This is an optimization exercise on Yosys and OpenROAD, whose aim is small area and a short achievable clock period, not a production implementation. At most, simulation tests tie the RTL to the original design; equivalence was not proved. Power and IR drop assume default switching activity.

==> flow/design.v (excerpt) <==
module video_frame_top
(
   input  logic   clk,
   input  logic   arst_n,
   input  video_pkg::mode_t  mode,
   input  logic   cam_valid,
   input  logic   cam_frame_start,
   input  video_pkg::pixel_t cam_pixel,
   input  logic   copy_start,
   output logic   copy_done,
   output video_pkg::pixel_t vid_pixel,
   output logic   vid_hsync,
   output logic   vid_vsync,
   output logic   vid_blank
);
make LEC_CHECK=0 CAP_MARGIN=20 CORE_MARGIN=2 CORE_UTILIZATION=65 CTS_CLUSTER_DIAMETER=80 CTS_CLUSTER_SIZE=32 PLACE_DENSITY=0.75 SETUP_SLACK_MARGIN=1.6 SLEW_MARGIN=20 finish   # period 3.5 ns
run.sh (not shown) runs the stock make flow with config.mk's settings and CLKGATE_MAP_FILE= SYNTH_SCRIPT=/design/flow/synth_recipe.tcl, a recipe that flattens the netlist after the stock synthesis.
==> next run, changes <==
--- a/flow/design.v
+++ b/flow/design.v
@@ -70,69 +70,65 @@
                    ((hcount == 6'(58 - 1)) ? 1'b1 : hsync);
          vsync  <= (hreset && vcount == 5'(26 - 1)) ? 1'b0 :
                    ((hreset && vcount == 5'(28 - 1)) ? 1'b1 : vsync);
          blank  <= next_vblank | next_hblank;
          sel_data <= next_hwin && next_vwin && mode_q[0];
          sel_fill <= !(next_vblank || next_hblank) && !(next_hwin && next_vwin);
          mode_q   <= mode;
       end
    end
-   logic [7:0] cpix_q;
    logic [6:0] wr_ptr;
    logic [6:0] this_addr;
-   logic       wv_q;
-   logic [6:0] wa_q;
    logic [3:0] wslot_idx;
    logic [7:0] wdat, wdat_n;
    logic [2:0] wtag;
    logic [3:0] wx;
    logic       wr0;       
    logic       wrw;       
    logic [15:0] wslot;
    logic [7:0] rd_q;
    logic       active;
+   logic       cam_store;
    assign this_addr = cam_frame_start ? '0 : wr_ptr;
+   assign cam_store = cam_valid && (mode == video_pkg::mode_view);
+   assign wslot_idx = this_addr[3:0] - hcount[3:0] - 4'd11;
    always_ff @(posedge clk or negedge arst_n) begin
       if (!arst_n) begin
          wr_ptr <= '0;
-         wv_q   <= 1'b0;
          wr0    <= 1'b0;
          wrw    <= 1'b0;
       end else begin
          if (cam_valid) begin
             wr_ptr <= this_addr + 1'b1;
          end else if (cam_frame_start) begin
             wr_ptr <= '0;
          end
-         wv_q <= cam_valid && (mode == video_pkg::mode_view);
-         wr0  <= wv_q && (wa_q[6:4] == 3'd0);
-         wrw  <= wv_q && (wa_q[6:4] != 3'd0);
-      end
-   end
-   always_ff @(posedge clk) begin
-      cpix_q <= cam_pixel;
-      wa_q   <= this_addr;
-      wslot_idx <= this_addr[3:0] - hcount[3:0] - 4'd12;
-      wdat   <= active ? rd_q : cpix_q;
-      wdat_n <= active ? ~rd_q : ~cpix_q;
-      wtag   <= wa_q[6:4];
-      wx     <= wa_q[3:0];
+         wr0 <= cam_store && (this_addr[6:4] == 3'd0);
+         wrw <= cam_store && (this_addr[6:4] != 3'd0);
+      end
+   end
+   always_ff @(posedge clk) begin
+      wdat   <= active ? rd_q : cam_pixel;
+      wdat_n <= active ? ~rd_q : ~cam_pixel;
+      wtag   <= this_addr[6:4];
+      wx     <= this_addr[3:0];
       for (int s = 0; s < 16; s++) begin
          wslot[s] <= (wslot_idx == 4'(s));
       end
    end
    logic [8:0] cnt;
    logic [2:0] crow;
    logic [5:0] ck;
    logic       ld;     
    logic       last;
    logic [7:0] cdata;
    logic [3:0] bsel;
+   logic       wwin;   
    logic [7:0] we1;
    assign crow = cnt[8:6];
    assign ck   = cnt[5:0];
    assign last = active && (cnt == {3'd7, 6'd58});
    always_ff @(posedge clk or negedge arst_n) begin
       if (!arst_n) begin
          active    <= 1'b0;
          cnt       <= '0;
          copy_done <= 1'b0;
@@ -141,27 +137,30 @@
             cnt <= cnt + 1'b1;
             if (last) active <= 1'b0;
          end else if (copy_start) begin
             active <= 1'b1;
             cnt    <= '0;
          end
          copy_done <= last;
       end
    end
-   always_ff @(posedge clk or negedge arst_n) begin
-      if (!arst_n) begin
-         ld  <= 1'b0;
-         we1 <= '0;
+   always_comb begin
+      for (int r = 0; r < 8; r++) begin
+         we1[r] = wwin && (crow == 3'(r));
+      end
+   end
+   always_ff @(posedge clk or negedge arst_n) begin
+      if (!arst_n) begin
+         ld   <= 1'b0;
+         wwin <= 1'b0;
       end else begin
          ld <= active && (ck >= 6'd25) && (ck <= 6'd40);
-         for (int r = 0; r < 8; r++) begin
-            we1[r] <= active && (ck >= 6'd42) && (ck <= 6'd57) && (crow == 3'(r));
-         end
+         wwin <= active && (ck >= 6'd42) && (ck <= 6'd57);
       end
    end
    logic [7:0] wh_d [16];
    logic [15:0] wh_v;
    logic [15:0] wh_in;
    logic [3:0] xl, xl_n;
    logic [2:0] rl, rl_n, rlm, rlm_n;
    logic [3:0] xc_n;
    logic [2:0] ctag_n;
=>
- The changed run finished clean
- global-route usage hardly moves
- area after synthesis is lower slightly
- worst setup slack degrades by 0.32 ns
- final area drops slightly
- clock skew went down by 0.0042 ns
- power goes down by a few percent
- clock-buffer cell count falls by 6
- via count went down slightly
- fmax goes down by roughly a tenth
- worst hold slack gets worse by 0.25 ns
Only the layout flow was run in the second run of this note; the RTL was not checked for function there.

---

== v30 ==
Another version of the RTL of video_frame_top (not shown whole).
Size: ~4200 cells after synthesis, about 2300 flip-flops, ~27 I/O pins, ~62000 µm² of cells after synthesis.
==> module video_frame_top, before the edit <==
module video_frame_top
(
   input  logic   clk,
   input  logic   arst_n,
   input  video_pkg::mode_t  mode,
   input  logic   cam_valid,
   input  logic   cam_frame_start,
   input  video_pkg::pixel_t cam_pixel,
   input  logic   copy_start,
   output logic   copy_done,
   output video_pkg::pixel_t vid_pixel,
   output logic   vid_hsync,
   output logic   vid_vsync,
   output logic   vid_blank
);
   logic [5:0] hcount;
   logic [4:0] vcount;
   logic       hblank, vblank, hsync, vsync, blank;
   logic       hwin, vwin;
   logic       next_hblank, next_vblank, next_hwin, next_vwin;
   logic       hreset, vreset;
   assign hreset = (hcount == 6'(64 - 1));
   assign vreset = hreset && (vcount == 5'(30 - 1));
   assign next_hblank = hreset ? 1'b0 : ((hcount == 6'(48 - 1)) ? 1'b1 : hblank);
   assign next_vblank = vreset ? 1'b0 :
                        ((hreset && vcount == 5'(24 - 1)) ? 1'b1 : vblank);
   assign next_hwin   = (hcount == 6'(8 - 1)) ? 1'b1 :
                        ((hcount == 6'(8 + 16 - 1)) ? 1'b0 : hwin);
   assign next_vwin   = (hreset && vcount == 5'(4 - 1)) ? 1'b1 :
                        ((hreset && vcount == 5'(4 + 8 - 1)) ? 1'b0 : vwin);
   video_pkg::mode_t mode_q;
   logic sel_data, sel_fill;
   always_ff @(posedge clk or negedge arst_n) begin
      if (!arst_n) begin
         hcount   <= '0;
         vcount   <= '0;
         hblank   <= 1'b0;
         vblank   <= 1'b0;
         hwin     <= 1'b0;
         vwin     <= 1'b0;
         hsync    <= 1'b1;
         vsync    <= 1'b1;
         blank    <= 1'b1;
         sel_data <= 1'b0;
         sel_fill <= 1'b0;
         mode_q   <= video_pkg::mode_view;
      end else begin
         hcount <= hreset ? '0 : hcount + 1'b1;
         if (hreset) begin
            vcount <= vreset ? '0 : vcount + 1'b1;
         end
         hblank <= next_hblank;
         vblank <= next_vblank;
         hwin   <= next_hwin;
         vwin   <= next_vwin;
         hsync  <= (hcount == 6'(52 - 1)) ? 1'b0 :
                   ((hcount == 6'(58 - 1)) ? 1'b1 : hsync);
         vsync  <= (hreset && vcount == 5'(26 - 1)) ? 1'b0 :
                   ((hreset && vcount == 5'(28 - 1)) ? 1'b1 : vsync);
         blank  <= next_vblank | next_hblank;
         sel_data <= next_hwin && next_vwin && mode_q[0];
         sel_fill <= !(next_vblank || next_hblank) && !(next_hwin && next_vwin);
         mode_q   <= mode;
      end
   end
   logic       cv_q, cfs_q;
   logic [7:0] cpix_q;
   logic [6:0] wr_ptr;
   logic [6:0] this_addr;
   logic       wv_q;
   logic [6:0] wa_q;
   logic [7:0] wd_q;
   logic [3:0] wslot_idx;
   logic [7:0] wdat, wdat_n;
   logic [7:0] wrow;
   logic [15:0] wslot;
   assign this_addr = cfs_q ? '0 : wr_ptr;
   assign wslot_idx = wa_q[3:0] - hcount[3:0] - 4'd11;
   always_ff @(posedge clk or negedge arst_n) begin
      if (!arst_n) begin
         cv_q   <= 1'b0;
         cfs_q  <= 1'b0;
         wr_ptr <= '0;
         wv_q   <= 1'b0;
         wrow   <= '0;
      end else begin
         cv_q  <= cam_valid;
         cfs_q <= cam_frame_start;
         if (cv_q) begin
            wr_ptr <= this_addr + 1'b1;
         end else if (cfs_q) begin
            wr_ptr <= '0;
         end
         wv_q <= cv_q && (mode_q == video_pkg::mode_view);
         for (int r = 0; r < 8; r++) begin
            wrow[r] <= wv_q && (wa_q[6:4] == 3'(r));
         end
      end
   end
   always_ff @(posedge clk) begin
      cpix_q <= cam_pixel;
      wa_q   <= this_addr;
      wd_q   <= cpix_q;
      wdat   <= wd_q;
      wdat_n <= ~wd_q;
      for (int s = 0; s < 16; s++) begin
         wslot[s] <= (wslot_idx == 4'(s));
      end
   end
   logic       cs_q;
   logic       active;
   logic [8:0] cnt;
   logic [2:0] crow;
   logic [5:0] ck;
   logic       ld;
   logic       last;
   logic [7:0] cdata;
   logic [7:0] rd_q;
   logic [7:0] bufr [16];
   logic [3:0] bsel;
   logic [7:0] we1;
   assign crow = cnt[8:6];
   assign ck   = cnt[5:0];
   assign ld   = active && (ck >= 6'd2) && (ck <= 6'd17);
   assign last = active && (cnt == {3'd7, 6'd34});
   assign bsel = 4'd13 - {hcount[2:0], 1'b0};
   always_ff @(posedge clk or negedge arst_n) begin
      if (!arst_n) begin
         cs_q      <= 1'b0;
         active    <= 1'b0;
         cnt       <= '0;
         copy_done <= 1'b0;
      end else begin
         cs_q <= copy_start;
         if (active) begin
            cnt <= cnt + 1'b1;
            if (last) active <= 1'b0;
         end else if (cs_q) begin
            active <= 1'b1;
            cnt    <= '0;
         end
         copy_done <= last;
      end
   end
   always_comb begin
      for (int r = 0; r < 8; r++) begin
         we1[r] = active && (ck >= 6'd19) && (ck <= 6'd34) && (crow == 3'(r));
      end
   end
   always_ff @(posedge clk) begin
      for (int j = 0; j < 15; j++) begin
         bufr[j] <= bufr[j+1];
      end
      bufr[15] <= ld ? rd_q : bufr[0];
      cdata    <= bufr[bsel];
   end
   logic [7:0] b0 [8][16];
   logic [7:0] b1 [8][16];
   always_ff @(posedge clk) begin
      for (int r = 0; r < 8; r++) begin
         for (int j = 0; j < 16; j++) begin
            if (wrow[r] && wslot[j]) begin
               b0[r][j] <= (j % 2 == 1) ? ~wdat : ~wdat_n;
            end else begin
               b0[r][j] <= ~b0[r][(j + 1) % 16];
            end
         end
         for (int j = 0; j < 15; j++) begin
            b1[r][j] <= b1[r][j+1];
         end
         b1[r][15] <= we1[r] ? cdata : b1[r][0];
      end
   end
   logic [2:0] rsel;
   logic       bsel1;
   always_ff @(posedge clk) begin
      rsel  <= active ? crow : (vcount[2:0] ^ 3'd4);
      bsel1 <= !active && (mode_q == video_pkg::mode_result);
      rd_q  <= bsel1 ? b1[rsel][0] : b0[rsel][0];
   end
   always_ff @(posedge clk or negedge arst_n) begin
      if (!arst_n) begin
         vid_pixel <= '0;
         vid_hsync <= 1'b1;
         vid_vsync <= 1'b1;
         vid_blank <= 1'b1;
      end else begin
         vid_hsync <= hsync;
         vid_vsync <= vsync;
         vid_blank <= blank;
         vid_pixel <= sel_data ? rd_q : {sel_fill, 7'd0};
      end
   end
endmodule
export LEC_CHECK = 0
export CAP_MARGIN = 20
export CORE_MARGIN = 2
export CORE_UTILIZATION = 40
export SLEW_MARGIN = 20
create_clock -name core_clock -period 3.5 [get_ports {clk}]
Input changes introduced in v35 (baseline for comparison: v30):
==> flow/design.v, changed modules only <==
module video_frame_top
(
   input  logic   clk,
   input  logic   arst_n,
   input  video_pkg::mode_t  mode,
   input  logic   cam_valid,
   input  logic   cam_frame_start,
   input  video_pkg::pixel_t cam_pixel,
   input  logic   copy_start,
   output logic   copy_done,
   output video_pkg::pixel_t vid_pixel,
   output logic   vid_hsync,
   output logic   vid_vsync,
   output logic   vid_blank
);
   logic [5:0] hcount;
   logic [4:0] vcount;
   logic       hblank, vblank, hsync, vsync, blank;
   logic       hwin, vwin;
   logic       next_hblank, next_vblank, next_hwin, next_vwin;
   logic       hreset, vreset;
   assign hreset = (hcount == 6'(64 - 1));
   assign vreset = hreset && (vcount == 5'(30 - 1));
   assign next_hblank = hreset ? 1'b0 : ((hcount == 6'(48 - 1)) ? 1'b1 : hblank);
   assign next_vblank = vreset ? 1'b0 :
                        ((hreset && vcount == 5'(24 - 1)) ? 1'b1 : vblank);
   assign next_hwin   = (hcount == 6'(8 - 1)) ? 1'b1 :
                        ((hcount == 6'(8 + 16 - 1)) ? 1'b0 : hwin);
   assign next_vwin   = (hreset && vcount == 5'(4 - 1)) ? 1'b1 :
                        ((hreset && vcount == 5'(4 + 8 - 1)) ? 1'b0 : vwin);
   video_pkg::mode_t mode_q;
   logic sel_data, sel_fill;
   always_ff @(posedge clk or negedge arst_n) begin
      if (!arst_n) begin
         hcount   <= '0;
         vcount   <= '0;
         hblank   <= 1'b0;
         vblank   <= 1'b0;
         hwin     <= 1'b0;
         vwin     <= 1'b0;
         hsync    <= 1'b1;
         vsync    <= 1'b1;
         blank    <= 1'b1;
         sel_data <= 1'b0;
         sel_fill <= 1'b0;
         mode_q   <= video_pkg::mode_view;
      end else begin
         hcount <= hreset ? '0 : hcount + 1'b1;
         if (hreset) begin
            vcount <= vreset ? '0 : vcount + 1'b1;
         end
         hblank <= next_hblank;
         vblank <= next_vblank;
         hwin   <= next_hwin;
         vwin   <= next_vwin;
         hsync  <= (hcount == 6'(52 - 1)) ? 1'b0 :
                   ((hcount == 6'(58 - 1)) ? 1'b1 : hsync);
         vsync  <= (hreset && vcount == 5'(26 - 1)) ? 1'b0 :
                   ((hreset && vcount == 5'(28 - 1)) ? 1'b1 : vsync);
         blank  <= next_vblank | next_hblank;
         sel_data <= next_hwin && next_vwin && mode_q[0];
         sel_fill <= !(next_vblank || next_hblank) && !(next_hwin && next_vwin);
         mode_q   <= mode;
      end
   end
   logic       cv_q, cfs_q;
   logic [7:0] cpix_q;
   logic [6:0] wr_ptr;
   logic [6:0] this_addr;
   logic [3:0] wslot_idx;
   logic [7:0] wdat;
   logic [7:0] wrow;
   logic [15:0] wslot;
   assign this_addr = cfs_q ? '0 : wr_ptr;
   assign wslot_idx = this_addr[3:0] - hcount[3:0] - 4'd11;
   always_ff @(posedge clk or negedge arst_n) begin
      if (!arst_n) begin
         cv_q   <= 1'b0;
         cfs_q  <= 1'b0;
         wr_ptr <= '0;
         wrow   <= '0;
      end else begin
         cv_q  <= cam_valid;
         cfs_q <= cam_frame_start;
         if (cv_q) begin
            wr_ptr <= this_addr + 1'b1;
         end else if (cfs_q) begin
            wr_ptr <= '0;
         end
         for (int r = 0; r < 8; r++) begin
            wrow[r] <= cv_q && (mode_q == video_pkg::mode_view) && (this_addr[6:4] == 3'(r));
         end
      end
   end
   always_ff @(posedge clk) begin
      cpix_q <= cam_pixel;
      wdat   <= cpix_q;
      for (int s = 0; s < 16; s++) begin
         wslot[s] <= (wslot_idx == 4'(s));
      end
   end
   logic       cs_q;
   logic       active;
   logic [8:0] cnt;
   logic [2:0] crow;
   logic [5:0] ck;
   logic       ld;
   logic       last;
   logic [7:0] cdata;
   logic [7:0] rd_q;
   logic [7:0] bufr [16];
   logic [3:0] bsel;
   logic [7:0] we1;
   assign crow = cnt[8:6];
   assign ck   = cnt[5:0];
   assign ld   = active && (ck >= 6'd1) && (ck <= 6'd16);
   assign last = active && (cnt == {3'd7, 6'd33});
   assign bsel = 4'd13 - {hcount[2:0], 1'b0};
   always_ff @(posedge clk or negedge arst_n) begin
      if (!arst_n) begin
         cs_q      <= 1'b0;
         active    <= 1'b0;
         cnt       <= '0;
         copy_done <= 1'b0;
      end else begin
         cs_q <= copy_start;
         if (active) begin
            cnt <= cnt + 1'b1;
            if (last) active <= 1'b0;
         end else if (cs_q) begin
            active <= 1'b1;
            cnt    <= '0;
         end
         copy_done <= last;
      end
   end
   always_comb begin
      for (int r = 0; r < 8; r++) begin
         we1[r] = active && (ck >= 6'd18) && (ck <= 6'd33) && (crow == 3'(r));
      end
   end
   always_ff @(posedge clk) begin
      for (int j = 0; j < 15; j++) begin
         bufr[j] <= bufr[j+1];
      end
      bufr[15] <= ld ? rd_q : bufr[0];
      cdata    <= bufr[bsel];
   end
   logic [7:0] b0 [8][16];
   logic [7:0] b1 [8][16];
   always_ff @(posedge clk) begin
      for (int r = 0; r < 8; r++) begin
         for (int j = 0; j < 16; j++) begin
            if (wrow[r] && wslot[j]) begin
               b0[r][j] <= wdat;
            end else begin
               b0[r][j] <= b0[r][(j + 1) % 16];
            end
         end
         for (int j = 0; j < 15; j++) begin
            b1[r][j] <= b1[r][j+1];
         end
         b1[r][15] <= we1[r] ? cdata : b1[r][0];
      end
   end
   logic [2:0] rsel;
   logic       bsel1;
   assign rsel  = active ? crow : (vcount[2:0] ^ 3'd4);
   assign bsel1 = !active && (mode_q == video_pkg::mode_result);
   always_ff @(posedge clk) begin
      rd_q <= bsel1 ? b1[rsel][0] : b0[rsel][0];
   end
   always_ff @(posedge clk or negedge arst_n) begin
      if (!arst_n) begin
         vid_pixel <= '0;
         vid_hsync <= 1'b1;
         vid_vsync <= 1'b1;
         vid_blank <= 1'b1;
      end else begin
         vid_hsync <= hsync;
         vid_vsync <= vsync;
         vid_blank <= blank;
         vid_pixel <= sel_data ? rd_q : {sel_fill, 7'd0};
      end
   end
endmodule
- Going from v30 to v35, power dissipated in sequential cells went down by about 3%; total placed cells including tap cells went down by 0.38%; post-route minimum period went up by 3.5 ps; worst reg-to-reg path cell count went up by 6.
- Going from v30 to v35, the switching component of the power was found to have gone down by 0.10 mW.
- Going from v30 to v35, total track usage decreased 1.4 points, achievable frequency flat, via count of the first global-routing pass went up by 0.98%.
- v35 against v30: count of clock buffers in the final design now smaller; number of vias after detailed routing now sits lower.
Function not checked in v30: the RTL went through the layout flow alone.

==> re-timing with driven ports <==
In the flow no input, the clock included, has a driving cell. The finished layouts below were timed again as built, in two steps. Step 1 (the two cells are an assumption about what drives the block):
set clk [get_ports {clk}]
set_driving_cell -lib_cell sky130_fd_sc_hd__clkbuf_16 $clk
set_driving_cell -lib_cell sky130_fd_sc_hd__buf_2 [delete_from_list [all_inputs] $clk]
Step 2 also shifts input and output timing later by t, the mid clock arrival at the registers, as if the neighbouring blocks saw the same clock. a / b / c = no drivers / after step 1 / after step 2; a / b = the first two.
| run | shift t [ns] | setup WS [ns] | worst slew at a driven data input, ns | cell pins on the clock port's net |
|---|---|---|---|---|
| the first run of note 1 | 0.746 | 1.539 / 1.490 / 1.108 | 0.05 | 1 |
| the second run of note 1 | 0.750 | 1.220 / 1.220 / 0.528 | 0.05 | 1 |
| v30 | 0.888 | 0.779 / 0.704 / 0.794 | 0.05 | 1 |
| v35 | 0.886 | 0.775 / 0.700 / 0.905 | 0.05 | 1 |
After both steps setup and hold are still met in every run listed. For the second run of note 1, which loses most, drivers alone change the setup slack by 0.000 ns; drivers and shift together by -0.692 ns.
